Background: an optimization exercise with open tools, aiming at small area. Do not read the settings as production practice. RTL that was checked went through simulation tests only; none was proved equivalent to the original. Only the layout flow was run in runs 2 to 6; the RTL was not checked for function there. No activity file was given, so power comes from the tool's default toggle rates.

==> flow/design.v <==
`default_nettype none
package trap_pkg;
  localparam int xlen = 32;
  localparam logic [11:0] csr_mstatus_addr = 12'h300;
  localparam logic [11:0] csr_mie_addr     = 12'h304;
  localparam logic [11:0] csr_mtvec_addr   = 12'h305;
  localparam logic [11:0] csr_mepc_addr    = 12'h341;
  localparam logic [11:0] csr_mcause_addr  = 12'h342;
  localparam logic [11:0] csr_mtval_addr   = 12'h343;
  localparam logic [11:0] csr_mip_addr     = 12'h344;
  localparam logic [11:0] csr_mtimecmp_lo_addr = 12'h7c0;
  localparam logic [11:0] csr_mtimecmp_hi_addr = 12'h7c1;
  localparam logic [11:0] csr_irq_mask_addr    = 12'h7c2;
  localparam logic [11:0] csr_mtime_lo_addr    = 12'h7c4;
  localparam logic [11:0] csr_mtime_hi_addr    = 12'h7c5;
  localparam logic [30:0] cause_timer = 31'd7;
  localparam int          ext_irq_lines   = 8;
  localparam int unsigned ext_irq_base_id = 16;
  typedef struct packed {
    logic [23:0] rsvd_hi;
    logic        mpie;
    logic [2:0]  rsvd_mid;
    logic        mie;
    logic [2:0]  rsvd_lo;
  } mstatus_t;
  typedef struct packed {
    logic [19:0] rsvd_hi;
    logic        meie;
    logic [2:0]  rsvd_mid;
    logic        mtie;
    logic [6:0]  rsvd_lo;
  } mie_t;
  typedef struct packed {
    logic [19:0] rsvd_hi;
    logic        meip;
    logic [2:0]  rsvd_mid;
    logic        mtip;
    logic [6:0]  rsvd_lo;
  } mip_t;
  typedef struct packed {
    logic       occurred;
    logic [3:0] cause;
  } exc_cause_t;
  typedef struct packed {
    logic            valid;
    logic            write;
    logic [11:0]     addr;
    logic [xlen-1:0] wdata;
  } csr_req_t;
  typedef struct packed {
    logic            trap;
    logic [xlen-1:0] mepc;
    logic [xlen-1:0] mcause;
    logic [xlen-1:0] mtval;
  } trap_info_t;
endpackage
`default_nettype wire
`default_nettype none
module trap_unit (
  input  logic                               clk,
  input  logic                               reset,
  input  logic                               stall_n,
  input  logic                               hold_flag,
  input  logic                               exception_if,
  input  logic [3:0]                         cause_if,
  input  logic                               exception_id,
  input  logic [3:0]                         cause_id,
  input  logic [trap_pkg::xlen-1:0]          pc_id_ex,
  input  logic                               jump_en,
  input  logic [trap_pkg::xlen-1:0]          jump_addr,
  input  logic                               csr_valid,
  input  logic                               csr_write,
  input  logic [11:0]                        csr_addr,
  input  logic [trap_pkg::xlen-1:0]          csr_wdata,
  input  logic                               mret,
  input  logic [trap_pkg::ext_irq_lines-1:0] irq_lines,
  output logic [trap_pkg::xlen-1:0]          csr_rdata,
  output logic                               trap_taken,
  output logic [trap_pkg::xlen-1:0]          trap_target,
  output logic                               any_interrupt
);
  logic sel_mstatus, sel_mie, sel_mtvec, sel_mepc, sel_mcause, sel_mtval, sel_mip;
  logic sel_cmp_lo, sel_cmp_hi, sel_mask, sel_time_lo, sel_time_hi;
  logic csr_wr;
  assign sel_mstatus = csr_addr == trap_pkg::csr_mstatus_addr;
  assign sel_mie     = csr_addr == trap_pkg::csr_mie_addr;
  assign sel_mtvec   = csr_addr == trap_pkg::csr_mtvec_addr;
  assign sel_mepc    = csr_addr == trap_pkg::csr_mepc_addr;
  assign sel_mcause  = csr_addr == trap_pkg::csr_mcause_addr;
  assign sel_mtval   = csr_addr == trap_pkg::csr_mtval_addr;
  assign sel_mip     = csr_addr == trap_pkg::csr_mip_addr;
  assign sel_cmp_lo  = csr_addr == trap_pkg::csr_mtimecmp_lo_addr;
  assign sel_cmp_hi  = csr_addr == trap_pkg::csr_mtimecmp_hi_addr;
  assign sel_mask    = csr_addr == trap_pkg::csr_irq_mask_addr;
  assign sel_time_lo = csr_addr == trap_pkg::csr_mtime_lo_addr;
  assign sel_time_hi = csr_addr == trap_pkg::csr_mtime_hi_addr;
  assign csr_wr      = csr_valid && csr_write;
  logic       exc_if_occ, exc_ex_occ;
  logic [3:0] exc_if_cause, exc_ex_cause;
  always_ff @(posedge clk) begin
    if (reset || hold_flag) begin
      exc_if_occ <= 1'b0;
      exc_ex_occ <= 1'b0;
    end else if (stall_n) begin
      exc_if_occ <= exception_if;
      exc_ex_occ <= exception_id || exc_if_occ;
    end
  end
  always_ff @(posedge clk) begin
    if (stall_n) begin
      exc_if_cause <= cause_if;
      exc_ex_cause <= exception_id ? cause_id : exc_if_cause;
    end
  end
  logic [7:0] irq_mask;
  logic [7:0] pending;
  logic       meip;
  logic [2:0] ext_line;
  always_ff @(posedge clk) begin
    if (reset) begin
      irq_mask <= '0;
    end else if (csr_wr && sel_mask) begin
      irq_mask <= csr_wdata[7:0];
    end
  end
  assign pending = irq_lines & irq_mask;
  assign meip    = |pending;
  always_comb begin
    ext_line = 3'd0;
    for (int i = 7; i >= 0; i--) begin
      if (pending[i]) ext_line = 3'(i);
    end
  end
  logic [63:0] mtime;
  logic [63:0] mtimecmp;
  logic        mtip;
  logic        inc_en;
  logic [8:0]  blk_carry;
  logic [64:0] carry;
  logic [63:0] mtime_inc;
  logic        time_ge;
  assign inc_en = !(csr_wr && (sel_time_lo || sel_time_hi));
  always_comb begin
    blk_carry[0] = inc_en;
    for (int k = 0; k < 8; k++) blk_carry[k+1] = blk_carry[k] & (&mtime[8*k +: 8]);
    for (int k = 0; k < 8; k++) begin
      carry[8*k] = blk_carry[k];
      for (int j = 0; j < 8; j++) begin
        mtime_inc[8*k+j] = mtime[8*k+j] ^ carry[8*k+j];
        carry[8*k+j+1]   = mtime[8*k+j] & carry[8*k+j];
      end
    end
  end
  always_ff @(posedge clk) begin
    if (reset) begin
      mtime <= '0;
    end else begin
      mtime[31:0]  <= (csr_wr && sel_time_lo) ? csr_wdata : mtime_inc[31:0];
      mtime[63:32] <= (csr_wr && sel_time_hi) ? csr_wdata : mtime_inc[63:32];
    end
  end
  always_ff @(posedge clk) begin
    if (reset) begin
      mtimecmp <= '1;
    end else if (csr_wr) begin
      if (sel_cmp_lo) mtimecmp[31:0]  <= csr_wdata;
      if (sel_cmp_hi) mtimecmp[63:32] <= csr_wdata;
    end
  end
  always_comb begin
    logic g, e;
    time_ge = 1'b1;
    for (int k = 0; k < 8; k++) begin
      g = 1'b0;
      e = 1'b1;
      for (int j = 0; j < 8; j++) begin
        g = (mtime[8*k+j] & ~mtimecmp[8*k+j]) | (~(mtime[8*k+j] ^ mtimecmp[8*k+j]) & g);
        e = e & ~(mtime[8*k+j] ^ mtimecmp[8*k+j]);
      end
      time_ge = g | (e & time_ge);
    end
  end
  always_ff @(posedge clk) begin
    if (reset) begin
      mtip <= 1'b0;
    end else begin
      mtip <= time_ge;
    end
  end
  logic mstatus_mie, mstatus_mpie;
  logic mie_meie, mie_mtie;
  logic ext_req, timer_req;
  logic ready_interrupt;
  logic int_ext;
  logic [2:0] int_line;
  assign ext_req       = mie_meie && meip;
  assign timer_req     = mie_mtie && mtip;
  assign any_interrupt = ext_req || timer_req;
  always_ff @(posedge clk) begin
    if (reset || ready_interrupt || !stall_n) begin
      ready_interrupt <= 1'b0;
    end else begin
      ready_interrupt <= any_interrupt && mstatus_mie && !exc_ex_occ;
    end
  end
  always_ff @(posedge clk) begin
    int_ext  <= ext_req;
    int_line <= ext_req ? ext_line : 3'd7;
  end
  logic [1:0]  jmp_pending;
  logic [31:0] last_jump_addr;
  always_ff @(posedge clk) begin
    if (reset) begin
      jmp_pending <= 2'b00;
    end else if (stall_n) begin
      jmp_pending <= jump_en ? 2'b11 : {jmp_pending[0], 1'b0};
    end
  end
  always_ff @(posedge clk) begin
    if (stall_n && jump_en) begin
      last_jump_addr <= jump_addr;
    end
  end
  logic       int_taken;
  logic [4:0] trap_code;
  assign int_taken  = ready_interrupt && !exc_ex_occ;
  assign trap_taken = ready_interrupt || exc_ex_occ;
  assign trap_code  = int_taken ? {int_ext, 1'b0, int_line} : {1'b0, exc_ex_cause};
  logic [31:0] mtvec;
  logic [31:0] mepc;
  logic [31:0] mcause;
  logic [31:0] mtval;
  always_ff @(posedge clk) begin
    if (reset) begin
      mstatus_mie  <= 1'b0;
      mstatus_mpie <= 1'b0;
    end else if (trap_taken) begin
      mstatus_mpie <= mstatus_mie;
      mstatus_mie  <= 1'b0;
    end else if (mret) begin
      mstatus_mie  <= mstatus_mpie;
      mstatus_mpie <= 1'b1;
    end else if (csr_wr && sel_mstatus) begin
      mstatus_mie  <= csr_wdata[3];
      mstatus_mpie <= csr_wdata[7];
    end
  end
  always_ff @(posedge clk) begin
    if (reset) begin
      mie_meie <= 1'b0;
      mie_mtie <= 1'b0;
    end else if (csr_wr && sel_mie) begin
      mie_meie <= csr_wdata[11];
      mie_mtie <= csr_wdata[7];
    end
  end
  always_ff @(posedge clk) begin
    if (reset) begin
      mtvec <= '0;
    end else if (csr_wr && sel_mtvec) begin
      mtvec <= csr_wdata;
    end
  end
  always_ff @(posedge clk) begin
    if (reset) begin
      mepc <= '0;
    end else if (trap_taken) begin
      mepc <= jmp_pending[1] ? last_jump_addr : pc_id_ex;
    end else if (csr_wr && sel_mepc) begin
      mepc <= {csr_wdata[31:2], 2'b00};
    end
  end
  always_ff @(posedge clk) begin
    if (trap_taken) begin
      mcause <= {int_taken, 26'd0, trap_code};
      mtval  <= '0;
    end else if (csr_wr) begin
      if (sel_mcause) mcause <= csr_wdata;
      if (sel_mtval)  mtval  <= csr_wdata;
    end
  end
  logic vec_int;
  assign vec_int = int_taken && mtvec[1:0] == 2'b01;
  assign trap_target = {mtvec[31:2] + (vec_int ? {25'd0, trap_code} : 30'd0), 2'b00};
  assign csr_rdata = {32{csr_valid}} & (
      ({32{sel_mstatus}} & {24'd0, mstatus_mpie, 3'd0, mstatus_mie, 3'd0}) |
      ({32{sel_mie}}     & {20'd0, mie_meie, 3'd0, mie_mtie, 7'd0}) |
      ({32{sel_mtvec}}   & mtvec) |
      ({32{sel_mepc}}    & mepc) |
      ({32{sel_mcause}}  & mcause) |
      ({32{sel_mtval}}   & mtval) |
      ({32{sel_mip}}     & {20'd0, meip, 3'd0, mtip, 7'd0}) |
      ({32{sel_cmp_lo}}  & mtimecmp[31:0]) |
      ({32{sel_cmp_hi}}  & mtimecmp[63:32]) |
      ({32{sel_mask}}    & {24'd0, irq_mask}) |
      ({32{sel_time_lo}} & mtime[31:0]) |
      ({32{sel_time_hi}} & mtime[63:32]));
endmodule
`default_nettype wire
==> flow/flow/run.sh <==
#!/bin/bash
# Own flow: the standard layout (standard.sh) with
#  - port buffers made from the smallest buffer cell (buf_1),
#  - a clock tree without dummy loads,
#  - (if flow/area.abc exists) an area-oriented ABC mapping script in the synthesis.
# Each tool's output is logged in this folder (standard_flow.log, and ORFS's own logs under orfs/logs).
set -euo pipefail
W=$(pwd)
export OWN_WORK=$W
export OWN_ABC_SCRIPT=$W/flow/area.abc
export BUFFER_PORTS_ARGS="-buffer_cell sky130_fd_sc_hd__buf_1"
export CTS_ARGS="-sink_clustering_enable -repair_clock_nets -dont_use_dummy_load -buf_list sky130_fd_sc_hd__clkbuf_8 -sink_clustering_size 12 -sink_buffer_max_cap_derate 1.0 -sink_clustering_max_diameter 100"
bash standard.sh "SYNTH_SCRIPT=$W/flow/synth_wrap.tcl" "BUFFER_PORTS_ARGS=$BUFFER_PORTS_ARGS" "CTS_ARGS=$CTS_ARGS"  finish > standard_flow.log 2>&1
==> flow/flow/area.abc <==
strash
&get -n
&st
&dch
&nf -R 1000
&put
topo
stime -c
==> flow/flow/synth_wrap.tcl <==
# The standard flow's synthesis script with Yosys's abc call given the area-oriented ABC script in
# flow/area.abc; every other step (registers included) is the standard synthesis's.
proc abc {args} {
  set i [lsearch -exact $args -script]
  if {$i >= 0} { lset args [expr {$i + 1}] $::env(OWN_ABC_SCRIPT) }
  yosys abc {*}$args
}
source $::env(OWN_WORK)/synth_recipe.tcl
==> flow/standard.sh <==
#!/bin/bash
# synth_recipe.tcl (not shown) runs the flow's synth.tcl, then flattens the netlist and writes it again
# the make line also repeats each setting of config.mk as NAME=value (left out here)
make -C /OpenROAD-flow-scripts/flow DESIGN_CONFIG=/design/flow/config.mk WORK_HOME=/design/flow/orfs CLKGATE_MAP_FILE= SYNTH_SCRIPT=/design/flow/synth_recipe.tcl "${@:-finish}"
==> flow/config.mk <==
export PLATFORM = sky130hd
export DESIGN_NAME = trap_unit
export DESIGN_NICKNAME = trap_unit
export VERILOG_FILES = /design/flow/design.v
export SDC_FILE = /design/flow/constraint.sdc
export NUM_CORES = 4
export LEC_CHECK = 0
export CAP_MARGIN = 20
export CORE_MARGIN = 2
export CORE_UTILIZATION = 45
export SLEW_MARGIN = 20
==> flow/constraint.sdc <==
create_clock -name core_clock -period 5.5 [get_ports {clk}]
set_input_delay 1.1000 -clock core_clock [delete_from_list [all_inputs] [get_ports {clk}]]
set_output_delay 1.1000 -clock core_clock [all_outputs]
set_load 0.01 [all_outputs]
==> results of run 1 <==
-- through the flow --
| step | instances | utilization |
|---|---|---|
| 6_report | 2492 | 0.5267 |
| 5_1_grt | 2492 | 0.5267 |
| 4_1_cts | 2489 | 0.5244 |
| 3_5_place_dp | 2448 | 0.5077 |
| 3_3_place_gp | 2448 | 0.5077 |
| 2_1_floorplan | 1762 | - |
-- cell usage in the layout (no fill, tap or decap), drive strengths merged, types with 31 or more instances in the layout --
cell,n
nor2,356
dfxtp,272
buf,252
a21oi,133
ha,125
o21ai,119
nand2,112
nor3,109
clkinv,82
a22oi,51
edfxtp,46
a222oi,34
clkbuf,31
-- power groups by stage --
stage	Sequential [mW]	Clock, mW	Combinational (mW)
floorplan	2.47	0	0.0904
finish	2.42	1.29	0.231
CTS	2.42	1.31	0.229
detailed placement	2.47	0	0.228
global placement	2.47	0	0.225
global route	2.42	1.40	0.254
-- how the worst max path moves through the flow --
stage                            endpoint  slack [ps]  cells past startpoint
after floorplan                 mtime[63]         230                     22
after global placement               mtip         130                     26
after detailed placement             mtip         100                     26
after CTS                 trap_target[30]           3                     18
after global routing      trap_target[31]         -40                     18
final                     trap_target[30]         140                     18
-- cell type report --
class	instances	area [sq um]
diodes	1	2.502
inverters	82	309.0
fillers	3262	15910
flip-flops and latches	318	6833
clock buffers	30	412.9
well taps	448	560.5
multi-input cells	1360	8386
repair buffers	253	1202
-- metal layers --
layer	GRT usage	up-vias	wire length [microns]
met3	0.04396	82	4902
met1	0.4401	7140	24800
met2	0.4877	749	25230
li1	-	7053	-
met4	0.07572	0	1174
met5	0	-	0
-- flip-flops by register name, summed over array words and instances (netlist names), 2 cells and up --
name,count
exc_ex_cause,4
mtime,64
irq_mask,8
exc_if_cause,4
mtvec,32
mtimecmp,64
mcause,32
mepc,32
last_jump_addr,32
jmp_pending,2
int_line,3
mtval,32
-- tightest hold or removal path, stage by stage (launching register included) --
cell and delay, ps:
dfxtp_1 330, nand2_1 60, a21oi_1 50
-- repair_timing --
action,in CTS,in global routing
pin swaps,6,6
resized for setup,22,13
buffers inserted,11,2
endpoints found under the setup margin,6,5
endpoints found under the hold margin,0,0
-- logic make-up (layout without fill, tap and decap cells) --
group,count (synthesis),count (layout),share of synthesized area
xor+xnor,36,36,0.02052
other cells,1,4,0.0002440
fa+ha+maj,126,126,0.1031
buf+inv,84,365,0.02100
mux,8,8,0.005536
compound gates,484,484,0.2050
flops,318,318,0.4442
simple gates,703,703,0.2004
==> flow_metrics.env, run 1 <==
export IMPL_status="no timing/DRC/antenna violations"
export IMPL_drt_pass1_iterations=6
export IMPL_maxSlewHeadroom=0.2716
export IMPL_power_density_nw_per_um2=222.3
export IMPL_core_area_sq_um=33620
export IMPL_synth_distinct_cells=45
export IMPL_max_freq_mhz=186.7
export IMPL_wl_per_cell_microns=22.52
export IMPL_final_area_sq_um=17710
export IMPL_path_buf_inv=3
export IMPL_r2r_slack_ps=370
export IMPL_min_period_over_period=0.9737
export IMPL_critical_path_arrival_ps=4260
export IMPL_ios=200
export IMPL_initial_core_util=0.4572
export IMPL_synth_edf_count=46
export IMPL_synth_largest_type_area_fraction=0.3543
export IMPL_holdWs_ps=477.6
export IMPL_vias=15024
export IMPL_drt_antenna_violating_nets=0
export IMPL_clock_sinks=318
export IMPL_synth_seq_cells=318
export IMPL_whs_endpoint="mepc[1]"
export IMPL_grt_use_total=0.3073
export IMPL_clk_pin_slew_ps=90
export IMPL_hpwl_microns=36380
export IMPL_min_path_cells=2
export IMPL_path_cells="nor2b_4 -> and3_4 -> ha_4 -> clkinv_2 -> fa_2 -> o21ai_2 -> buf_4 -> a21oi_1 -> nor2b_1 -> and3_4 -> nand3_4 -> or2_1 -> or4_4 -> nor2_4 -> nand3_2 -> nor2_4 -> xor2_1 -> buf_2"
export IMPL_dieArea_sq_um=35650
export IMPL_reg2reg_to="mtip"
export IMPL_critPathRequiredTime_ps=4400
export IMPL_drt_vias_per_instance=6.029
export IMPL_grt_max_degree=80
export IMPL_cpLargestDelayFamily="simple AND/OR/NAND/NOR gates"
export IMPL_fp_dieW_microns=188.8
export IMPL_nets=2305
export IMPL_synth_common_cells="356 x nor2_1, 272 x dfxtp_1, 133 x a21oi_1"
export IMPL_grt_pass1_wl_microns=85080
export IMPL_drv_cap=0
export IMPL_hold_buffers=0
export IMPL_power_leakage_nw=6.971
export IMPL_cts_made_buffers=30
export IMPL_slowest_delay_ps=580
export IMPL_startpoint="mtvec[0]"
export IMPL_synthArstFlopShare=0
export IMPL_cts_max_level=1
export IMPL_p_sw_mw=0.9881
export IMPL_grt_pass1_vias=14358
export IMPL_power_total_mw=3.936
export IMPL_yosysTopAreaCell="dfxtp_1"
export IMPL_pwr_share_comb=0.059
export IMPL_yosys_top_cells_area="dfxtp_1 35%, ha_1 10%, edfxtp_1 9.0%"
export IMPL_cp_max_fo=2
export IMPL_ir_drop_v=0.0001572
export IMPL_synth_cells=1760
export IMPL_timing_setup_tns_ps=0
export IMPL_cts_tree="done"
export IMPL_area_growth_pct=15.21
export IMPL_clk_latency_ps=630
export IMPL_cts_buffer_depth=3
export IMPL_synth_seq_area_share=0.4442
export IMPL_seq_power_share=0.614
export IMPL_worstSetupStartpointType="flip-flop"
export IMPL_die_h_microns=188.8
export IMPL_ys_warn_count=1
export IMPL_min_period_ps=5355
export IMPL_r2r_start="mtimecmp[2]"
export IMPL_clock_power_share=0.327
export IMPL_synth_most_common_cell="nor2_1"
export IMPL_worst_pin_slew_ps=1089
export IMPL_slew_viol_final=0
export IMPL_placed_area_sq_um=17070
export IMPL_synth_flop_cell="dfxtp_1"
export IMPL_setup_violations=0
export IMPL_cpMaxStageDelayCell="or4_4"
export IMPL_synth_area_per_cell_sq_um=8.732
export IMPL_globalplace_congestion=0.8852
export IMPL_hold_violations=0
export IMPL_placement_rows=67
export IMPL_synth_area_sq_um=15370
export IMPL_min_path_type="reg -> reg"
export IMPL_cts_root_buf="clkbuf_8"
export IMPL_worstRegToRegCells=26
export IMPL_drcViolationCount=0
export IMPL_overflow=0
export IMPL_worstSetupPathType="reg -> out"
export IMPL_pre_cts_slack_ps=104.4
export IMPL_drtIter0Drc=1439
export IMPL_antenna_found_initial=1
export IMPL_drt_wl_total_microns=56110
export IMPL_min_from="mepc[1]"
export IMPL_rsz0062_at_grt="yes"
export IMPL_skew_ps=31.34
export IMPL_intPower_mw=2.948
export IMPL_cp_end_kind="primary output"
export IMPL_io_buffer_count=197
export IMPL_sw_frac_of_total=0.2511
export IMPL_setup_ws_ps=144.7
export IMPL_drive_above_1_share=0.06070
==> run 2: changes to the inputs <==
--- a/flow/design.v
+++ b/flow/design.v
@@ -153,9 +153,7 @@
   end
+  logic [31:0] wdata_rst0;
+  assign wdata_rst0 = reset ? 32'd0 : csr_wdata;
   always_ff @(posedge clk) begin
-    if (reset) begin
-      mtime <= '0;
-    end else begin
-      mtime[31:0]  <= (csr_wr && sel_time_lo) ? csr_wdata : mtime_inc[31:0];
-      mtime[63:32] <= (csr_wr && sel_time_hi) ? csr_wdata : mtime_inc[63:32];
-    end
+    mtime[31:0]  <= (reset || (csr_wr && sel_time_lo)) ? wdata_rst0 : mtime_inc[31:0];
+    mtime[63:32] <= (reset || (csr_wr && sel_time_hi)) ? wdata_rst0 : mtime_inc[63:32];
   end
@@ -281,5 +279,22 @@
   end
-  logic vec_int;
+  logic       vec_int;
+  logic [4:0] vec_add;
+  logic [5:0] low_sum;
+  logic [5:0] grp_go;
+  logic [24:0] hi_pre;
   assign vec_int = int_taken && mtvec[1:0] == 2'b01;
-  assign trap_target = {mtvec[31:2] + (vec_int ? {25'd0, trap_code} : 30'd0), 2'b00};
+  assign vec_add = vec_int ? trap_code : 5'd0;
+  assign low_sum = {1'b0, mtvec[6:2]} + {1'b0, vec_add};
+  always_comb begin
+    for (int k = 0; k < 5; k++) begin
+      hi_pre[5*k] = 1'b1;
+      for (int j = 1; j < 5; j++) hi_pre[5*k+j] = hi_pre[5*k+j-1] & mtvec[7+5*k+j-1];
+    end
+    grp_go[0] = low_sum[5];
+    for (int k = 0; k < 5; k++) grp_go[k+1] = grp_go[k] & hi_pre[5*k+4] & mtvec[7+5*k+4];
+    for (int k = 0; k < 5; k++)
+      for (int j = 0; j < 5; j++)
+        trap_target[7+5*k+j] = mtvec[7+5*k+j] ^ (grp_go[k] & hi_pre[5*k+j]);
+  end
+  assign trap_target[6:0] = {low_sum[4:0], 2'b00};
   assign csr_rdata = {32{csr_valid}} & (
--- a/flow/config.mk
+++ b/flow/config.mk
@@ -9,3 +9,3 @@
 export CORE_MARGIN = 2
-export CORE_UTILIZATION = 45
+export CORE_UTILIZATION = 40
 export SLEW_MARGIN = 20
==> run 2 against run 1 <==
The layout now fails its checks (negative setup slack). Sequential share of layout area is 0.75 points lower. Worst hold slack better by 2.1 ps. Total power is 0.32% higher. Maximum frequency down 9.5%. Critical path depth is 5 higher. Die area is 12% higher.
==> flow_metrics.env, run 2 <==
export IMPL_mostFrequentLayoutCells="269 x dfxtp_1, 226 x nor2_1, 186 x buf_1, 185 x o21ai_0, 151 x nand2_1"
export IMPL_final_common_cell="dfxtp_1"
export IMPL_drt_antenna_violating_nets=0
export IMPL_cts_made_buffers=30
export IMPL_vias=14453
export IMPL_drt_vias_per_instance=5.726
export IMPL_globalplace_congestion=0.8982
export IMPL_worstSetupPathType="reg -> out"
export IMPL_synth_edf_count=46
export IMPL_drt_pass1_iterations=6
export IMPL_core_area_sq_um=37670
export IMPL_fillCellCount=3770
export IMPL_ys_warn_count=2
export IMPL_maxSlewHeadroom=0.2907
export IMPL_r2r_slack_ps=500
export IMPL_reg_top3="mtime: 64 flops, mtimecmp: 64 flops"
export IMPL_critPathRequiredTime_ps=4400
export IMPL_synth_most_common_cell="dfxtp_1"
export IMPL_hold_buffers=0
export IMPL_power_leakage_nw=7.139
export IMPL_grt_use_total=0.2649
export IMPL_yosysTopAreaCell="dfxtp_1"
export IMPL_worstRegToRegCells=29
export IMPL_min_period_ps=5915
export IMPL_drive_above_1_share=0.08197
export IMPL_worstSetupStartpointType="flip-flop"
export IMPL_synth_largest_type_area_fraction=0.3566
export IMPL_rsz0062_at_grt="yes"
export IMPL_grt_pass1_vias=14020
export IMPL_overflow=0
export IMPL_drcViolationCount=0
export IMPL_die_h_microns=199.4
export IMPL_setup_violations=8
export IMPL_fp_dieW_microns=199.4
export IMPL_area_growth_pct=18.20
export IMPL_synth_distinct_cells=41
export IMPL_synth_seq_area_share=0.4471
export IMPL_synth_common_cells="272 x dfxtp_1, 233 x nor2_1, 185 x o21ai_0"
export IMPL_clk_latency_ps=640
export IMPL_synth_cells=1714
export IMPL_synth_seq_cells=318
export IMPL_grt_max_degree=157
export IMPL_multi_input_area_sq_um=8424
export IMPL_dieArea_sq_um=39750
export IMPL_min_period_over_period=1.076
export IMPL_min_path_cells=1
export IMPL_max_freq_mhz=169.1
export IMPL_io_buffer_count=197
export IMPL_ir_drop_v=0.0001670
export IMPL_cts_max_level=1
export IMPL_power_density_nw_per_um2=218.8
export IMPL_nets=2284
export IMPL_antenna_cells=0
export IMPL_so_violations="negative setup slack"
export IMPL_min_path_type="reg -> reg"
export IMPL_cts_root_buf="clkbuf_8"
export IMPL_skew_ps=30.94
export IMPL_synth_area_per_cell_sq_um=8.909
export IMPL_cts_buffer_depth=3
export IMPL_clk_pin_slew_ps=90
export IMPL_initial_core_util=0.4054
export IMPL_yosys_top_cells_area="dfxtp_1 36%, ha_1 11%, edfxtp_1 9.0%"
export IMPL_status="complete, but fails checks"
export IMPL_power_total_mw=3.948
export IMPL_drv_cap=0
export IMPL_grt_pass1_wl_microns=80900
export IMPL_synth_area_sq_um=15270
export IMPL_worst_pin_slew_ps=1060
export IMPL_clock_sinks=318
export IMPL_hold_violations=0
export IMPL_hpwl_microns=35790
export IMPL_cts_tree="done"
export IMPL_ios=200
export IMPL_placement_rows=71
export IMPL_wl_per_cell_microns=21.06
export IMPL_synth_flop_cell="dfxtp_1"
export IMPL_synthArstFlopShare=0
export IMPL_antenna_found_initial=0
export IMPL_drt_wl_total_microns=53160
export IMPL_setup_ws_ps=-415.3
export IMPL_cp_end_kind="primary output"
export IMPL_critical_path_arrival_ps=4820
export IMPL_drtIter0Drc=1142
export IMPL_seqCellArea_sq_um=6830
export IMPL_slew_viol_final=0
export IMPL_cp_max_fo=3
export IMPL_holdWs_ps=479.7
## run 2: cell count changes after synthesis, sizes merged, moves of 6 or more
cell,delta
nand2b,+31
ha,+9
a222oi,-28
o21ai,+66
a22oi,+19
nor3,-64
nor2,-123
a22o,+13
nand3,-6
nand2,+43
a221oi,+14
xnor2,-16
## run 2: area by class of cell
type / count / share of cell area
repair buffers: 269 / 0.07896
well taps: 511 / 0.03542
inverters: 83 / 0.01754
multi-input cells: 1313 / 0.4668
clock buffers: 30 / 0.02288
flip-flops and latches: 318 / 0.3784
## run 2: per-stage QoR
| stage | TNS [ps] | utilization | std cells | setup slack [ps] | cell area [sq um] |
|---|---|---|---|---|---|
| 4_1_cts | -2246 | 0.4759 | 2518 | -463.6 | 17930 |
| 2_1_floorplan | 0 | - | 1716 | 35.46 | 15280 |
| 6_report | -1969 | 0.4792 | 2524 | -415.3 | 18050 |
| 3_5_place_dp | -1785 | 0.4583 | 2485 | -394.1 | 17260 |
| 5_1_grt | -3624 | 0.4792 | 2524 | -591.6 | 18050 |
| 3_3_place_gp | -1448 | 0.4583 | 2485 | -332.5 | 17260 |
## run 2: where the power goes
part / leakage, nW / total (mW) / switching, mW / internal [mW]
logic: 4.29 / 0.250 / 0.171 / 0.0794
registers: 2.63 / 2.41 / 0.0193 / 2.40
clock network: 0.216 / 1.28 / 0.800 / 0.484
total: 7.14 / 3.95 / 0.990 / 2.96
## run 2: cell families after synthesis
kind of cell | synth area share
buffers and inverters | 0.02139
muxes | 0.006227
adders and majority gates | 0.1111
xor gates and xnor gates | 0.01262
DFF | 0.4471
and+or+nand+nor | 0.1681
other | 0.0002456
AOI/OAI and AO/OA | 0.2332
## run 2: what timing repair did
| action | 4_1_cts | 5_1_grt |
|---|---|---|
| cloned | 0 | 0 |
| resized for setup | 49 | 20 |
| endpoints found under the setup margin | 11 | 11 |
| pin swaps | 8 | 3 |
| setup buffers | 3 | 5 |
## run 2: path summary, 6_finish.rpt
path                         from         endpoint
hold reg to reg          mie_meie      int_line[2]
setup / recovery  ready_interrupt  trap_target[28]
hold / removal           mie_meie      int_line[2]
setup reg to reg      mtimecmp[0]             mtip
## run 2: routing by layer
layer / wire, microns / up-vias / global-route usage
met4: 1109 / 0 / 0.06996
li1: - / 6928 / -
met3: 3527 / 76 / 0.03612
met5: 0 / - / 0
met2: 24590 / 523 / 0.4353
met1: 23930 / 6926 / 0.3660
## run 2: critical path, cell delays in order (launching register included)
cell,delay (ps)
dfxtp_2,340
nor2b_4,200
and3_4,220
ha_4,210
a21oi_2,140
nand2_2,70
a21o_1,150
a21o_1,190
and3_4,190
and3_4,180
ha_4,160
and3_4,180
and3_4,190
ha_4,150
and3_4,180
and3_4,190
ha_4,160
and3_4,180
and3_4,190
ha_4,160
buf_4,130
ha_4,150
xor2_1,130
buf_2,150
==> run 3: changes to the inputs <==
--- a/flow/design.v
+++ b/flow/design.v
@@ -279,7 +279,8 @@
   end
-  logic       vec_int;
-  logic [4:0] vec_add;
-  logic [5:0] low_sum;
-  logic [5:0] grp_go;
+  logic        vec_int;
+  logic [4:0]  vec_add;
+  logic [5:0]  low_sum;
+  logic [5:0]  grp_ones;
   logic [24:0] hi_pre;
+  logic [24:0] hi_flip;
   assign vec_int = int_taken && mtvec[1:0] == 2'b01;
@@ -292,9 +293,9 @@
     end
-    grp_go[0] = low_sum[5];
-    for (int k = 0; k < 5; k++) grp_go[k+1] = grp_go[k] & hi_pre[5*k+4] & mtvec[7+5*k+4];
+    grp_ones[0] = 1'b1;
+    for (int k = 0; k < 5; k++) grp_ones[k+1] = grp_ones[k] & hi_pre[5*k+4] & mtvec[7+5*k+4];
     for (int k = 0; k < 5; k++)
       for (int j = 0; j < 5; j++)
-        trap_target[7+5*k+j] = mtvec[7+5*k+j] ^ (grp_go[k] & hi_pre[5*k+j]);
+        hi_flip[5*k+j] = grp_ones[k] & hi_pre[5*k+j];
   end
-  assign trap_target[6:0] = {low_sum[4:0], 2'b00};
+  assign trap_target = {mtvec[31:7] ^ ({25{low_sum[5]}} & hi_flip), low_sum[4:0], 2'b00};
   assign csr_rdata = {32{csr_valid}} & (
==> run 3 against run 2 <==
Now clean on timing, DRC and antenna. Die area about the same. Synthesized cell count is 0.82% higher. Via count down 0.30%. Routed wire length up 0.96%. Largest cell class unchanged. Setup slack better by 620 ps. Count of clock-buffer cells in the layout is the same. Non-clock buffer count decreased by 23. Clock power hardly changed. Critical path depth is 2 lower. First-iteration DRC count up 2.5%. Register-to-register slack improved by 480 ps. Combinational power grew 33%.
==> flow_metrics.env, run 3 <==
export IMPL_worstSetupPathType="reg -> out"
export IMPL_slew_viol_final=0
export IMPL_final_area_sq_um=17640
export IMPL_die_h_microns=199.3
export IMPL_cpMaxStageDelayCell="dfxtp_2"
export IMPL_slowest_delay_ps=340
export IMPL_min_period_ps=5298
export IMPL_hpwl_microns=36790
export IMPL_grt_max_degree=85
export IMPL_synth_seq_cells=318
export IMPL_synth_area_per_cell_sq_um=8.829
export IMPL_cts_buffer_depth=3
export IMPL_drt_antenna_violating_nets=0
export IMPL_seq_power_share=0.609
export IMPL_clk_pin_slew_ps=90
export IMPL_synthArstFlopShare=0
export IMPL_status="no timing/DRC/antenna violations"
export IMPL_core_area_sq_um=37580
export IMPL_skew_ps=42.86
export IMPL_drv_cap=0
export IMPL_clock_power_share=0.310
export IMPL_grt_pass1_vias=14162
export IMPL_drtIter0Drc=1171
export IMPL_grt_pass1_wl_microns=82340
export IMPL_ir_drop_v=0.0001625
export IMPL_ys_warn_count=1
export IMPL_yosys_top_cells_area="dfxtp_1 36%, ha_1 10%, edfxtp_1 9.1%"
export IMPL_dpl_cell_count=2481
export IMPL_grtUsageMet2=0.4496
export IMPL_drt_wl_total_microns=53670
export IMPL_antenna_found_initial=0
export IMPL_grtUsageMet1=0.3655
export IMPL_drcViolationCount=0
export IMPL_worstSetupStartpointType="flip-flop"
export IMPL_synth_cells=1728
export IMPL_min_period_over_period=0.9633
export IMPL_yosysTopAreaCell="dfxtp_1"
export IMPL_synth_seq_area_share=0.4475
export IMPL_max_freq_mhz=188.8
export IMPL_nets=2267
export IMPL_final_util=0.4694
export IMPL_critical_path_arrival_ps=4200
export IMPL_cts_root_buf="clkbuf_8"
export IMPL_vias=14410
export IMPL_clk_latency_ps=610
export IMPL_synth_most_common_cell="dfxtp_1"
export IMPL_power_leakage_nw=6.883
export IMPL_cp_max_fo=4
export IMPL_setup_violations=0
export IMPL_intPower_mw=3.031
export IMPL_path_cells="nor2b_4 -> and3_4 -> ha_4 -> nand3_1 -> nand2_2 -> a21o_1 -> a21o_1 -> and3_4 -> nand3_4 -> nor2_4 -> nand3_4 -> nor2_4 -> nand3_4 -> inv_2 -> and3_4 -> and3_4 -> and4_4 -> and2_4 -> nand3_1 -> xnor2_1 -> buf_2"
export IMPL_final_common_cell="dfxtp_1"
export IMPL_synth_common_cells="272 x dfxtp_1, 237 x nor2_1, 183 x o21ai_0"
export IMPL_placement_rows=71
export IMPL_reg_top3="mtime: 64 flops, mtimecmp: 64 flops"
export IMPL_pre_cts_slack_ps=-2.935
export IMPL_initial_core_util=0.4060
export IMPL_clock_sinks=318
export IMPL_globalplace_congestion=0.9101
export IMPL_ios=200
export IMPL_stdcell_count=2515
export IMPL_grt_most_used_layer="met2"
export IMPL_crit_top_cell="and3_4"
export IMPL_synth_area_sq_um=15260
export IMPL_synth_largest_type_area_fraction=0.3569
export IMPL_cp_end_kind="primary output"
export IMPL_min_path_type="reg -> reg"
export IMPL_dieArea_sq_um=39720
export IMPL_drt_vias_per_instance=5.730
export IMPL_maxSlewHeadroom=0.3370
export IMPL_mostFrequentLayoutCells="267 x dfxtp_1, 229 x nor2_1, 195 x buf_1, 183 x o21ai_0, 169 x nand2_1"
export IMPL_area_growth_pct=15.62
export IMPL_critPathRequiredTime_ps=4400
export IMPL_setup_ws_ps=202.0
export IMPL_p_sw_mw=1.081
export IMPL_cts_tree="done"
export IMPL_overflow=0
export IMPL_grt_use_total=0.2698
export IMPL_synth_edf_count=46
export IMPL_placed_area_sq_um=17060
export IMPL_wl_per_cell_microns=21.34
export IMPL_pwr_share_comb=0.081
export IMPL_sw_frac_of_total=0.2629
export IMPL_synth_flop_cell="dfxtp_1"
export IMPL_power_density_nw_per_um2=233.1
export IMPL_io_buffer_count=197
export IMPL_drt_pass1_iterations=8
export IMPL_fp_dieW_microns=199.3
export IMPL_antenna_cells=0
export IMPL_hold_violations=0
export IMPL_drive_above_1_share=0.05938
export IMPL_cts_max_level=1
export IMPL_use_met3=0.03376
export IMPL_worst_pin_slew_ps=994.5
export IMPL_synth_distinct_cells=43
export IMPL_cts_made_buffers=30
## run 3: power by group through the flow
| stage | clock [mW] | combinational (mW) | sequential, mW |
|---|---|---|---|
| after floorplan | 0 | 0.171 | 2.54 |
| after global placement | 0 | 0.324 | 2.56 |
| after detailed placement | 0 | 0.332 | 2.56 |
| after CTS | 1.30 | 0.332 | 2.50 |
| after global routing | 1.38 | 0.377 | 2.51 |
| final | 1.28 | 0.332 | 2.50 |
## run 3: cell families after synthesis
logic type / count (synthesis) / share of synthesized area
buffers and inverters: 85 / 0.02141
AO/OA/AOI/OAI: 555 / 0.2282
XOR/XNOR: 28 / 0.01607
AND/OR/NAND/NOR: 606 / 0.1763
multiplexers: 8 / 0.005577
adder cells (fa/ha/maj): 127 / 0.1047
flip-flops: 318 / 0.4475
other: 1 / 0.0002458
## run 3: worst paths after layout
path	start	to	slack (ps)	cells after the start
worst max-delay path	mtvec[0]	trap_target[31]	200	21
worst min-delay path	mie_meie	int_line[2]	460	1
worst max register to register	mtimecmp[2]	mtip	980	21
worst min register to register	mie_meie	int_line[2]	460	1
## run 3: critical path, delay by kind of cell, from the launching register on
| family | cells | cell delay (ps) |
|---|---|---|
| xor gates and xnor gates | 1 | 150 |
| and+or+nand+nor | 15 | 2250 |
| buffers and inverters | 2 | 220 |
| DFF | 1 | 340 |
| AOI/OAI and AO/OA | 2 | 340 |
| adders and majority gates | 1 | 270 |
## run 3: layer usage
layer  vias up  part of all wire
li1       6929                 -
met2       519              0.47
met1      6872              0.44
met3        90             0.063
met4         0             0.028
met5         -                 0
## run 3: what timing repair did
action,4_1_cts,5_1_grt
endpoints found under the setup margin,6,4
hold buffers,0,0
gates resized for setup,17,18
buffers inserted,2,2
pin swaps,4,4
hold endpoints to repair,0,0
## run 3: stage by stage
| stage | setup TNS [ps] | hold slack, ps | power (mW) |
|---|---|---|---|
| after floorplan | 0 | 380.4 | 2.707 |
| after global placement | 0 | 445.9 | 2.879 |
| after detailed placement | -2.935 | 441.8 | 2.889 |
| after CTS | 0 | 450.9 | 4.139 |
| after global routing | -0.1839 | 452.2 | 4.270 |
| final | 0 | 464.5 | 4.112 |
## run 3: cell type report
cell class | instances | area (sq um)
fill | 3699 | 19940
multi-input combinational | 1327 | 8293
sequential | 318 | 6833
timing repair buffer | 246 | 1150
tap | 511 | 639.4
clock buffer | 30 | 412.9
inverter | 83 | 311.5
==> run 4: changes to the inputs <==
--- a/flow/design.v
+++ b/flow/design.v
@@ -168,12 +168,12 @@
   always_comb begin
-    logic g, e;
+    logic ge_blk, gt_blk;
     time_ge = 1'b1;
     for (int k = 0; k < 8; k++) begin
-      g = 1'b0;
-      e = 1'b1;
+      ge_blk = 1'b1;
+      gt_blk = 1'b0;
       for (int j = 0; j < 8; j++) begin
-        g = (mtime[8*k+j] & ~mtimecmp[8*k+j]) | (~(mtime[8*k+j] ^ mtimecmp[8*k+j]) & g);
-        e = e & ~(mtime[8*k+j] ^ mtimecmp[8*k+j]);
+        ge_blk = (mtime[8*k+j] & ~mtimecmp[8*k+j]) | (mtime[8*k+j] & ge_blk) | (~mtimecmp[8*k+j] & ge_blk);
+        gt_blk = (mtime[8*k+j] & ~mtimecmp[8*k+j]) | (mtime[8*k+j] & gt_blk) | (~mtimecmp[8*k+j] & gt_blk);
       end
-      time_ge = g | (e & time_ge);
+      time_ge = time_ge ? ge_blk : gt_blk;
     end
--- a/flow/flow/run.sh
+++ b/flow/flow/run.sh
@@ -11,3 +11,3 @@
 export BUFFER_PORTS_ARGS="-buffer_cell sky130_fd_sc_hd__buf_1"
-export CTS_ARGS="-sink_clustering_enable -repair_clock_nets -dont_use_dummy_load -buf_list sky130_fd_sc_hd__clkbuf_8 -sink_clustering_size 12 -sink_buffer_max_cap_derate 1.0 -sink_clustering_max_diameter 100"
+export CTS_ARGS="-sink_clustering_enable -repair_clock_nets -dont_use_dummy_load -buf_list sky130_fd_sc_hd__clkbuf_8 -sink_clustering_size 14 -sink_buffer_max_cap_derate 1.0 -sink_clustering_max_diameter 100"
 bash standard.sh "SYNTH_SCRIPT=$W/flow/synth_wrap.tcl" "BUFFER_PORTS_ARGS=$BUFFER_PORTS_ARGS" "CTS_ARGS=$CTS_ARGS"  finish > standard_flow.log 2>&1
==> run 4 against run 3 <==
The layout now fails its checks (negative setup slack). Clock skew is 27 ps higher. Clock power down 5%. Core utilization barely moved. Non-clock buffer count increased by 6. Maximum frequency shrank 4.4%. Design area hardly changed. Synthesized cell count grew 0.58%.
==> flow_metrics.env, run 4 <==
export IMPL_multi_input_area_sq_um=8309
export IMPL_wl_per_cell_microns=22.05
export IMPL_final_util=0.4696
export IMPL_ys_warn_count=1
export IMPL_initial_core_util=0.4047
export IMPL_drt_pass1_iterations=5
export IMPL_synth_edf_count=46
export IMPL_min_period_over_period=1.008
export IMPL_pwr_share_comb=0.066
export IMPL_clk_latency_ps=640
export IMPL_synth_seq_area_share=0.4489
export IMPL_synth_cells=1738
export IMPL_worstSetupPathType="reg -> out"
export IMPL_globalplace_congestion=0.8693
export IMPL_synth_seq_cells=318
export IMPL_yosys_top_cells_area="dfxtp_1 36%, edfxtp_1 9.1%, nor2_1 6.2%"
export IMPL_drive_above_1_share=0.06746
export IMPL_io_buffer_count=197
export IMPL_cp_end_kind="primary output"
export IMPL_hpwl_microns=36590
export IMPL_drv_cap=0
export IMPL_cts_made_buffers=26
export IMPL_skew_ps=69.42
export IMPL_synth_distinct_cells=43
export IMPL_placement_rows=71
export IMPL_yosysTopAreaCell="dfxtp_1"
export IMPL_mostFrequentLayoutCells="267 x dfxtp_1, 245 x nor2_1, 196 x nand2_1, 190 x buf_1, 170 x o21ai_0"
export IMPL_setup_violations=2
export IMPL_die_h_microns=199.0
export IMPL_final_common_cell="dfxtp_1"
export IMPL_clock_power_share=0.312
export IMPL_intPower_mw=2.898
export IMPL_synthArstFlopShare=0
export IMPL_min_path_type="reg -> reg"
export IMPL_stdcell_count=2527
export IMPL_reg_top3="mtime: 64 flops, mtimecmp: 64 flops"
export IMPL_sw_frac_of_total=0.2531
export IMPL_synth_most_common_cell="dfxtp_1"
export IMPL_synthMuxAreaShare=0.01950
export IMPL_power_density_nw_per_um2=219.9
export IMPL_cts_buffer_depth=3
export IMPL_power_total_mw=3.880
export IMPL_cts_max_level=1
export IMPL_antenna_found_initial=0
export IMPL_so_violations="negative setup slack"
export IMPL_placed_area_sq_um=17040
export IMPL_drt_wl_total_microns=55720
export IMPL_maxSlewHeadroom=0.2979
export IMPL_clk_pin_slew_ps=100
export IMPL_synth_largest_type_area_fraction=0.3581
export IMPL_critical_path_arrival_ps=4440
export IMPL_worstSetupStartpointType="flip-flop"
export IMPL_cp_max_fo=5
export IMPL_synth_flop_cell="dfxtp_1"
export IMPL_area_growth_pct=16.05
export IMPL_synth_fa_ha_area_frac=0.1037
export IMPL_drtIter0Drc=1348
export IMPL_synth_common_cells="272 x dfxtp_1, 253 x nor2_1, 199 x nand2_1"
export IMPL_timing_setup_tns_ps=-69.40
export IMPL_ir_drop_v=0.0001695
export IMPL_seqCellArea_sq_um=6833
export IMPL_rsz0062_at_grt="yes"
export IMPL_final_area_sq_um=17650
export IMPL_seq_power_share=0.623
export IMPL_grt_use_total=0.2788
export IMPL_grt_max_degree=136
export IMPL_synthSimpleGateAreaFrac=0.1871
export IMPL_synth_area_per_cell_sq_um=8.749
export IMPL_max_freq_mhz=180.4
export IMPL_status="complete, but fails checks"
export IMPL_pre_cts_slack_ps=3.468
export IMPL_antenna_cells=0
export IMPL_cts_root_buf="clkbuf_8"
export IMPL_synth_area_sq_um=15210
export IMPL_clock_sinks=318
export IMPL_drt_vias_per_instance=5.764
export IMPL_dpl_cell_count=2490
export IMPL_grt_pass1_wl_microns=83710
export IMPL_fp_dieW_microns=199.0
export IMPL_cts_tree="done"
export IMPL_yosys_area_share_xor_xnor=0.01613
export IMPL_power_leakage_nw=6.610
export IMPL_slew_viol_final=0
export IMPL_holdWs_ps=470.4
export IMPL_p_sw_mw=0.9822
export IMPL_min_period_ps=5544
export IMPL_setup_ws_ps=-44.41
export IMPL_hold_violations=0
export IMPL_drt_antenna_violating_nets=0
export IMPL_ios=200
export IMPL_fillCellCount=3726
export IMPL_vias=14566
export IMPL_critPathRequiredTime_ps=4400
export IMPL_overflow=0
export IMPL_synth_top_family_by_area="compound AO/OA/AOI/OAI gates"
export IMPL_synth_compound_area_frac=0.2054
export IMPL_worst_pin_slew_ps=1051
export IMPL_nets=2215
export IMPL_dieArea_sq_um=39590
export IMPL_drcViolationCount=0
export IMPL_core_area_sq_um=37580
export IMPL_grt_pass1_vias=14056
## run 4: cell types whose count changed in the layout (fill, tap and decap cells not counted), moves of 16 or more
cell | before | now
a22oi_1 | 38 | 72
nor2_1 | 229 | 245
mux2i_1 | 4 | 23
nand2_1 | 169 | 196
maj3_1 | 0 | 74
o211ai_1 | 27 | 11
a21oi_1 | 147 | 110
a222oi_1 | 29 | 7
ha_1 | 124 | 59
## run 4: worst paths after layout
kind                                      start              end  slack, ps  depth (start not counted)
worst max-delay path            ready_interrupt  trap_target[30]        -40                         22
worst min-delay path                    mepc[1]          mepc[1]        470                          2
worst max register to register         mtime[0]             mtip        300                         18
worst min register to register          mepc[1]          mepc[1]        470                          2
## run 4: power by group through the flow
stage	sequential [mW]	combinational, mW	clock [mW]
floorplan	2.47	0.108	0
global placement	2.47	0.249	0
detailed placement	2.47	0.253	0
CTS	2.42	0.254	1.24
global route	2.42	0.279	1.32
finish	2.42	0.255	1.21
## run 4: kinds of logic after synthesis
kind of cell / Yosys count
flip-flops: 318
buffers and inverters: 75
XOR/XNOR: 28
other: 1
multiplexers: 29
AO/OA/AOI/OAI: 498
adder cells (fa/ha/maj): 141
AND/OR/NAND/NOR: 648
## run 4: final cells by class
class                           count  area share
Multi-Input combinational cell   1347      0.4709
Sequential cell                   318      0.3872
Timing Repair Buffer              252     0.06991
Tap cell                          511     0.03623
Clock buffer                       26     0.02028
Inverter                           73     0.01553
## run 4: per-layer routing
metal	wire length, microns	GRT usage	part of all wire
met1	24250	0.3759	0.44
met2	25820	0.4628	0.46
met3	3984	0.03561	0.072
met4	1664	0.09038	0.030
met5	0	0	0
## run 4: repair_timing
item | in CTS | in global routing
setup buffers | 7 | 4
endpoints found under the setup margin | 10 | 8
gates cloned | 0 | 0
hold buffers | 0 | 0
gates resized for setup | 32 | 20
endpoints found under the hold margin | 0 | 0
pin swaps | 7 | 10
## run 4: critical path, cell delays in order, from the launching register on
cell and delay (ps):
dfxtp_2 330, nor2b_4 140, and3_4 180, ha_4 270, nand3_2 80, nand2_2 70, a21o_1 100, a21o_1 180
and3_4 210, and2_4 140, and3_4 200, and4_4 240, and3_4 180, and3_4 200, nand3_4 90, nor2_4 110
and2_4 150, and3_4 200, and4_4 230, and2_4 170, nand2_2 60, xnor2_1 160, buf_2 160
==> run 5: changes to the inputs <==
--- a/flow/config.mk
+++ b/flow/config.mk
@@ -7,5 +7,5 @@
 export LEC_CHECK = 0
-export CAP_MARGIN = 20
+export CAP_MARGIN = 5
 export CORE_MARGIN = 2
 export CORE_UTILIZATION = 40
-export SLEW_MARGIN = 20
+export SLEW_MARGIN = 5
==> run 5 against run 4 <==
The layout still fails its checks (negative setup slack). Die area did not move. Non-clock buffer count rose by 6. Clock skew fell by 49 ps. Worst hold slack got worse by 5.9 ps. Synthesized cell count unchanged. Routed wire length is 0.19% higher. Maximum frequency fell by 0.44%. Final cell count is 0.24% higher. Count of clock-buffer cells in the layout did not move. Design area rose by 0.33%. Largest cell class unchanged. Global-route usage shrank 0.094 points.
==> flow_metrics.env, run 5 <==
export IMPL_ir_drop_v=0.0001572
export IMPL_hold_violations=0
export IMPL_drv_cap=0
export IMPL_antenna_found_initial=0
export IMPL_clk_latency_ps=620
export IMPL_dieArea_sq_um=39590
export IMPL_min_period_over_period=1.013
export IMPL_max_freq_mhz=179.6
export IMPL_synthArstFlopShare=0
export IMPL_critPathRequiredTime_ps=4400
export IMPL_cts_max_level=1
export IMPL_fillCellCount=3712
export IMPL_critical_path_arrival_ps=4470
export IMPL_drt_pass1_iterations=5
export IMPL_mostFrequentLayoutCells="266 x dfxtp_1, 244 x nor2_1, 197 x nand2_1, 189 x buf_1, 170 x o21ai_0"
export IMPL_synth_seq_area_share=0.4489
export IMPL_path_buf_inv=1
export IMPL_synth_largest_type_area_fraction=0.3581
export IMPL_die_h_microns=199.0
export IMPL_power_total_mw=3.883
export IMPL_drt_wl_total_microns=55820
export IMPL_cts_tree="done"
export IMPL_synth_cells=1738
export IMPL_setup_violations=4
export IMPL_yosysTopAreaCell="dfxtp_1"
export IMPL_rsz0062_at_grt="yes"
export IMPL_globalplace_congestion=0.8693
export IMPL_slowest_delay_ps=330
export IMPL_status="complete, but fails checks"
export IMPL_worst_pin_slew_ps=1131
export IMPL_core_area_sq_um=37580
export IMPL_drtIter0Drc=1452
export IMPL_grt_pass1_wl_microns=83510
export IMPL_initial_core_util=0.4047
export IMPL_power_density_nw_per_um2=219.3
export IMPL_synth_distinct_cells=43
export IMPL_cpMaxStageDelayCell="dfxtp_2"
export IMPL_cp_max_fo=5
export IMPL_synth_flop_cell="dfxtp_1"
export IMPL_grtUsageMet2=0.4548
export IMPL_drive_above_1_share=0.07171
export IMPL_ios=200
export IMPL_vias=14632
export IMPL_antenna_cells=0
export IMPL_synthMuxAreaShare=0.01950
export IMPL_seqCellArea_sq_um=6834
export IMPL_worstSetupPathType="reg -> out"
export IMPL_holdWs_ps=464.5
export IMPL_fp_dieW_microns=199.0
export IMPL_grt_most_used_layer="met2"
export IMPL_cp_end_kind="primary output"
export IMPL_overflow=0
export IMPL_wl_per_cell_microns=22.04
export IMPL_grt_use_total=0.2779
export IMPL_use_met3=0.03442
export IMPL_final_common_cell="dfxtp_1"
export IMPL_clk_pin_slew_ps=100
export IMPL_synth_top_family_by_area="compound AO/OA/AOI/OAI gates"
export IMPL_clock_sinks=318
export IMPL_placement_rows=71
export IMPL_io_buffer_count=197
export IMPL_slew_viol_final=0
export IMPL_pre_cts_slack_ps=-26.86
export IMPL_synth_common_cells="272 x dfxtp_1, 253 x nor2_1, 199 x nand2_1"
export IMPL_hpwl_microns=36450
export IMPL_final_util=0.4711
export IMPL_timing_setup_tns_ps=-187.1
export IMPL_multi_input_area_sq_um=8327
export IMPL_cts_made_buffers=26
export IMPL_skew_ps=20.07
export IMPL_drt_vias_per_instance=5.777
export IMPL_crit_top_cell="and3_4"
export IMPL_yosys_area_share_xor_xnor=0.01613
export IMPL_cts_buffer_depth=3
export IMPL_cpLargestDelayFamily="simple AND/OR/NAND/NOR gates"
export IMPL_min_path_type="reg -> reg"
export IMPL_min_period_ps=5569
export IMPL_drt_antenna_violating_nets=0
export IMPL_so_violations="negative setup slack"
export IMPL_synthSimpleGateAreaFrac=0.1871
export IMPL_nets=2221
export IMPL_synth_edf_count=46
export IMPL_power_leakage_nw=6.651
export IMPL_worstSetupStartpointType="flip-flop"
export IMPL_synth_fa_ha_area_frac=0.1037
export IMPL_synth_most_common_cell="dfxtp_1"
export IMPL_grtUsageMet1=0.3781
export IMPL_synth_seq_cells=318
export IMPL_yosys_top_cells_area="dfxtp_1 36%, edfxtp_1 9.1%, nor2_1 6.2%"
export IMPL_cts_root_buf="clkbuf_8"
export IMPL_synth_compound_area_frac=0.2054
export IMPL_path_cells="nor2b_4 -> and3_4 -> ha_4 -> nand3_2 -> nand2_2 -> a21o_1 -> a21o_1 -> and3_4 -> and2_4 -> and3_4 -> and4_4 -> and3_4 -> and3_4 -> nand3_4 -> nor2_4 -> and2_4 -> and3_4 -> and4_4 -> and2_4 -> nand3_4 -> xnor2_2 -> buf_2"
export IMPL_drcViolationCount=0
export IMPL_area_growth_pct=16.43
export IMPL_ys_warn_count=1
export IMPL_synth_area_per_cell_sq_um=8.749
export IMPL_setup_ws_ps=-68.96
export IMPL_grt_max_degree=136
export IMPL_maxSlewHeadroom=0.2441
export IMPL_synth_area_sq_um=15210
export IMPL_reg_top3="mtime: 64 flops, mtimecmp: 64 flops"
export IMPL_grt_pass1_vias=14033
-- run 5: worst paths after layout --
check / startpoint / end / slack [ps] / cells past startpoint
max: ready_interrupt / trap_target[31] / -70 / 22
min: mie_meie / int_line[2] / 460 / 1
max reg2reg: mtime[0] / mtip / 170 / 18
min reg2reg: mie_meie / int_line[2] / 460 / 1
-- run 5: repair_timing --
action | in CTS | in global routing
endpoints found under the setup margin | 11 | 9
hold buffers | 0 | 0
gates resized for setup | 34 | 23
buffers inserted | 14 | 6
pin swaps | 8 | 13
-- run 5: final cells by class --
cell class | count | area share
well taps | 511 | 0.03611
multi-input cells | 1347 | 0.4703
clock buffers | 26 | 0.02021
inverters | 73 | 0.01548
flip-flops and latches | 318 | 0.3860
repair buffers | 258 | 0.07187
-- run 5: per-stage QoR --
stage | std cells | area, sq um
after global routing | 2533 | 17700
after floorplan | 1740 | 15210
after global placement | 2488 | 17020
after CTS | 2528 | 17600
final | 2533 | 17700
after detailed placement | 2488 | 17020
-- run 5: report_power, final --
group | total (mW) | internal, mW | leakage, nW | switching, mW
clock network | 1.21 | 0.422 | 0.187 | 0.789
registers | 2.42 | 2.40 | 2.64 | 0.0205
logic | 0.255 | 0.0784 | 3.83 | 0.176
total | 3.88 | 2.90 | 6.65 | 0.986
-- run 5: metal layers --
metal	up-vias	routed length, microns	share of wire
met2	620	25500	0.46
met5	-	0	0
met1	7012	24540	0.44
li1	6892	-	-
met3	108	4056	0.073
met4	0	1729	0.031
-- run 5: cell families (layout without fill, tap and decap cells) --
kind of cell               count (synthesis)  after routing
AOI/OAI and AO/OA                        498            498
xor gates and xnor gates                  28             28
adders and majority gates                141            141
buffers and inverters                     75            357
DFF                                      318            318
muxes                                     29             29
other                                      1              3
and+or+nand+nor                          648            648
==> run 6: changes to the inputs <==
--- a/flow/design.v
+++ b/flow/design.v
@@ -136,24 +136,12 @@
   logic        mtip;
-  logic        inc_en;
-  logic [8:0]  blk_carry;
-  logic [64:0] carry;
-  logic [63:0] mtime_inc;
-  logic        time_ge;
-  assign inc_en = !(csr_wr && (sel_time_lo || sel_time_hi));
-  always_comb begin
-    blk_carry[0] = inc_en;
-    for (int k = 0; k < 8; k++) blk_carry[k+1] = blk_carry[k] & (&mtime[8*k +: 8]);
-    for (int k = 0; k < 8; k++) begin
-      carry[8*k] = blk_carry[k];
-      for (int j = 0; j < 8; j++) begin
-        mtime_inc[8*k+j] = mtime[8*k+j] ^ carry[8*k+j];
-        carry[8*k+j+1]   = mtime[8*k+j] & carry[8*k+j];
-      end
-    end
-  end
-  logic [31:0] wdata_rst0;
-  assign wdata_rst0 = reset ? 32'd0 : csr_wdata;
-  always_ff @(posedge clk) begin
-    mtime[31:0]  <= (reset || (csr_wr && sel_time_lo)) ? wdata_rst0 : mtime_inc[31:0];
-    mtime[63:32] <= (reset || (csr_wr && sel_time_hi)) ? wdata_rst0 : mtime_inc[63:32];
+  always_ff @(posedge clk) begin
+    if (reset) begin
+      mtime <= '0;
+    end else if (csr_wr && sel_time_lo) begin
+      mtime[31:0] <= csr_wdata;
+    end else if (csr_wr && sel_time_hi) begin
+      mtime[63:32] <= csr_wdata;
+    end else begin
+      mtime <= mtime + 64'd1;
+    end
   end
@@ -167,15 +155,2 @@
   end
-  always_comb begin
-    logic ge_blk, gt_blk;
-    time_ge = 1'b1;
-    for (int k = 0; k < 8; k++) begin
-      ge_blk = 1'b1;
-      gt_blk = 1'b0;
-      for (int j = 0; j < 8; j++) begin
-        ge_blk = (mtime[8*k+j] & ~mtimecmp[8*k+j]) | (mtime[8*k+j] & ge_blk) | (~mtimecmp[8*k+j] & ge_blk);
-        gt_blk = (mtime[8*k+j] & ~mtimecmp[8*k+j]) | (mtime[8*k+j] & gt_blk) | (~mtimecmp[8*k+j] & gt_blk);
-      end
-      time_ge = time_ge ? ge_blk : gt_blk;
-    end
-  end
   always_ff @(posedge clk) begin
@@ -184,3 +159,3 @@
     end else begin
-      mtip <= time_ge;
+      mtip <= mtime >= mtimecmp;
     end
@@ -279,23 +254,5 @@
   end
-  logic        vec_int;
-  logic [4:0]  vec_add;
-  logic [5:0]  low_sum;
-  logic [5:0]  grp_ones;
-  logic [24:0] hi_pre;
-  logic [24:0] hi_flip;
+  logic vec_int;
   assign vec_int = int_taken && mtvec[1:0] == 2'b01;
-  assign vec_add = vec_int ? trap_code : 5'd0;
-  assign low_sum = {1'b0, mtvec[6:2]} + {1'b0, vec_add};
-  always_comb begin
-    for (int k = 0; k < 5; k++) begin
-      hi_pre[5*k] = 1'b1;
-      for (int j = 1; j < 5; j++) hi_pre[5*k+j] = hi_pre[5*k+j-1] & mtvec[7+5*k+j-1];
-    end
-    grp_ones[0] = 1'b1;
-    for (int k = 0; k < 5; k++) grp_ones[k+1] = grp_ones[k] & hi_pre[5*k+4] & mtvec[7+5*k+4];
-    for (int k = 0; k < 5; k++)
-      for (int j = 0; j < 5; j++)
-        hi_flip[5*k+j] = grp_ones[k] & hi_pre[5*k+j];
-  end
-  assign trap_target = {mtvec[31:7] ^ ({25{low_sum[5]}} & hi_flip), low_sum[4:0], 2'b00};
+  assign trap_target = {mtvec[31:2] + (vec_int ? {25'd0, trap_code} : 30'd0), 2'b00};
   assign csr_rdata = {32{csr_valid}} & (
==> flow/run.sh (new file) <==
#!/bin/bash
# synth_recipe.tcl (not shown) runs the flow's synth.tcl, then flattens the netlist and writes it again
# the make line also repeats each setting of config.mk as NAME=value (left out here)
make -C /OpenROAD-flow-scripts/flow DESIGN_CONFIG=/design/flow/config.mk WORK_HOME=/design/flow/orfs CLKGATE_MAP_FILE= SYNTH_SCRIPT=/design/flow/synth_recipe.tcl finish
--- a/flow/config.mk
+++ b/flow/config.mk
@@ -7,5 +7,5 @@
 export LEC_CHECK = 0
-export CAP_MARGIN = 5
+export CAP_MARGIN = 20
 export CORE_MARGIN = 2
 export CORE_UTILIZATION = 40
-export SLEW_MARGIN = 5
+export SLEW_MARGIN = 20
removed: flow/flow/run.sh
removed: flow/flow/area.abc
removed: flow/flow/synth_wrap.tcl
removed: flow/standard.sh
==> run 6 against run 5 <==
The run now finishes clean. Setup slack gained 340 ps. Die area increased by 18%. Clock skew decreased by 8.4 ps. Synthesized cell count is 25% higher. Combinational power is about 40% higher. Routed wire length is 27% higher.
==> flow_metrics.env, run 6 <==
export IMPL_grt_max_degree=78
export IMPL_synth_edf_count=46
export IMPL_power_density_nw_per_um2=249.4
export IMPL_area_growth_pct=20.63
export IMPL_min_from="mcause[27]"
export IMPL_nets=2486
export IMPL_min_path_type="reg -> reg"
export IMPL_status="no timing/DRC/antenna violations"
export IMPL_max_freq_mhz=191.3
export IMPL_worstSetupStartpointType="input port"
export IMPL_core_area_sq_um=44220
export IMPL_cts_tree="done"
export IMPL_r2r_slack_ps=2420
export IMPL_initial_core_util=0.4060
export IMPL_drt_antenna_violating_nets=0
export IMPL_synthArstFlopShare=0
export IMPL_mostFrequentLayoutCells="342 x nand2_1, 270 x dfxtp_1, 213 x a21oi_1, 196 x clkdlybuf4s50_1, 160 x nor2_1"
export IMPL_dieArea_sq_um=46600
export IMPL_clock_sinks=318
export IMPL_ios=200
export IMPL_reg_top3="mtime: 64 flops, mtimecmp: 64 flops"
export IMPL_cts_made_buffers=39
export IMPL_io_buffer_count=197
export IMPL_min_path_cells=2
export IMPL_clk_latency_ps=570
export IMPL_cts_root_buf="clkbuf_16"
export IMPL_yosys_top_cells_area="dfxtp_1 30%, edfxtp_1 7.7%, nand2_1 7.2%"
export IMPL_worstRegToRegCells=7
export IMPL_min_period_ps=5228
export IMPL_critical_path_arrival_ps=4130
export IMPL_grt_use_total=0.2978
export IMPL_post_cts_buffers=0
export IMPL_grt_pass1_wl_microns=106100
export IMPL_reg2reg_to="mtime[48]"
export IMPL_drt_wl_total_microns=71120
export IMPL_synth_most_common_cell="nand2_1"
export IMPL_yosysTopAreaCell="dfxtp_1"
export IMPL_antenna_cells=0
export IMPL_whs_endpoint="mcause[27]"
export IMPL_rsz0062_at_grt="no"
export IMPL_synth_cells=2168
export IMPL_power_total_mw=5.401
export IMPL_min_period_over_period=0.9505
export IMPL_synth_distinct_cells=85
export IMPL_skew_ps=11.71
export IMPL_cp_end_kind="primary output"
export IMPL_clk_pin_slew_ps=60
export IMPL_drcViolationCount=0
export IMPL_hold_buffers=0
export IMPL_antenna_found_initial=3
export IMPL_synth_area_sq_um=17950
export IMPL_final_common_cell="nand2_1"
export IMPL_cp_max_fo=16
export IMPL_power_leakage_nw=8.180
export IMPL_overflow=0
export IMPL_drive_above_1_share=0.08012
export IMPL_placed_area_sq_um=20350
export IMPL_ys_warn_count=1
export IMPL_drtIter0Drc=1890
export IMPL_wl_per_cell_microns=24.52
export IMPL_grt_pass1_vias=16702
export IMPL_slew_viol_final=0
export IMPL_globalplace_congestion=0.9437
export IMPL_final_util=0.4898
export IMPL_setup_violations=0
export IMPL_fp_dieW_microns=215.9
export IMPL_critPathRequiredTime_ps=4400
export IMPL_worst_pin_slew_ps=1019
export IMPL_synth_largest_type_area_fraction=0.3033
export IMPL_drt_pass1_iterations=9
export IMPL_ir_drop_v=0.0002701
export IMPL_drv_cap=0
export IMPL_synth_flop_cell="dfxtp_1"
export IMPL_worstSetupPathType="in -> out"
export IMPL_synth_seq_area_share=0.3802
export IMPL_cts_max_level=2
export IMPL_die_h_microns=215.9
export IMPL_final_area_sq_um=21660
export IMPL_synth_seq_cells=318
export IMPL_cts_buffer_depth=3
export IMPL_maxSlewHeadroom=0.3162
export IMPL_drt_vias_per_instance=6.101
export IMPL_placement_rows=77
export IMPL_hold_violations=0
export IMPL_hpwl_microns=52260
export IMPL_r2r_start="mtime[1]"
export IMPL_timing_setup_tns_ps=0
export IMPL_vias=17698
export IMPL_synth_common_cells="343 x nand2_1, 272 x dfxtp_1, 213 x a21oi_1"
export IMPL_synth_area_per_cell_sq_um=8.282
-- run 6: repair_timing --
| item | 4_1_cts | 5_1_grt |
|---|---|---|
| setup endpoints to repair | 1 | 5 |
| gates resized for setup | 1 | 2 |
| hold endpoints to repair | 0 | 0 |
-- run 6: worst max-delay path by stage --
stage	slack, ps	cells after the start	start	end
6_report	270	9	csr_addr[0]	csr_rdata[15]
5_1_grt	30	13	ready_interrupt	trap_target[30]
4_1_cts	80	13	ready_interrupt	trap_target[30]
3_5_place_dp	330	9	csr_addr[0]	csr_rdata[8]
3_3_place_gp	370	9	csr_addr[0]	csr_rdata[8]
2_1_floorplan	1360	12	ready_interrupt	trap_target[30]
-- run 6: cells by family (layout without fill, tap and decap cells) --
| kind of cell | Yosys count | count (layout) | synth area share |
|---|---|---|---|
| multiplexers | 76 | 76 | 0.04383 |
| XOR/XNOR | 45 | 45 | 0.02195 |
| other | 1 | 3 | 0.0002089 |
| buffers and inverters | 273 | 412 | 0.06662 |
| AND/OR/NAND/NOR | 765 | 765 | 0.2087 |
| adder cells (fa/ha/maj) | 71 | 71 | 0.04990 |
| AO/OA/AOI/OAI | 619 | 619 | 0.2286 |
| flip-flops | 318 | 318 | 0.3802 |
-- run 6: worst max-delay path, stage by stage --
cell and delay [ps]:
clkdlybuf4s50_1 640, buf_4 310, nor4_2 260, buf_4 300, and2_0 160, buf_4 240, nand2_1 100, a31oi_1 360
clkdlybuf4s50_1 640
-- run 6: metal layers --
layer,GRT usage,share of wire,vias to the layer above,wire (microns)
li1,-,-,8131,-
met1,0.4255,0.45,8502,31670
met2,0.4367,0.42,914,30000
met3,0.06328,0.096,147,6832
met4,0.1149,0.036,4,2589
met5,0,0.00037,-,26
-- run 6: layout make-up --
type                            instances  area [sq um]
Inverter                               87         329.1
Clock buffer                           52          1137
Fill cell                            4178         22560
Timing Repair Buffer                  256          2425
Multi-Input combinational cell       1579         10050
Sequential cell                       318          6829
Clock inverter                         17         146.4
Tap cell                              592         740.7
-- run 6: stage by stage --
step | hold WS [ps] | worst slack (ps) | instances
2_1_floorplan | 391.9 | 1357 | 2170
3_3_place_gp | 441.4 | 372.2 | 2832
3_5_place_dp | 447.9 | 330.5 | 2832
4_1_cts | 455.8 | 77.09 | 2901
5_1_grt | 471.7 | 26.46 | 2901
6_report | 454.6 | 272.1 | 2901
-- run 6: power breakdown --
group / leakage (nW) / switching (mW) / internal, mW
Clock: 0.639 / 1.10 / 1.51
Sequential: 2.63 / 0.0344 / 2.40
Combinational: 4.91 / 0.207 / 0.151

## separate check: timing with driven ports
In the flow no input, the clock included, has a driving cell. The finished layouts below were timed again as built, in two steps.
Step 1 assumes that a clkbuf_16 drives the clock port and a buf_2 every other input.
Step 2 adds t to the input delays and takes it off the output delays; t is the mean of the earliest and latest rising clock arrival at the registers after step 1. Input paths then give back, and output paths get back, about the clock's delay inside the block.
a / b / c = ideal / step 1 / step 2; a / b = the first two.
run	t, ns	slack for setup (ns)	worst slew at a driven data input, ns
run 1	0.651	0.145 / 0.093 / 0.164	0.07
run 2	0.664	-0.415 / -0.469 / -0.062	0.05
run 3	0.634	0.202 / 0.155 / 0.182	0.08
run 4	0.654	-0.044 / -0.097 / 0.102	0.05
run 5	0.667	-0.069 / -0.126 / 0.088	0.05
run 6	0.623	0.272 / 0.223 / 0.242	0.10
The setup slack of run 6, which loses most, moves by -0.049 ns with the drivers and by -0.030 ns with both steps.
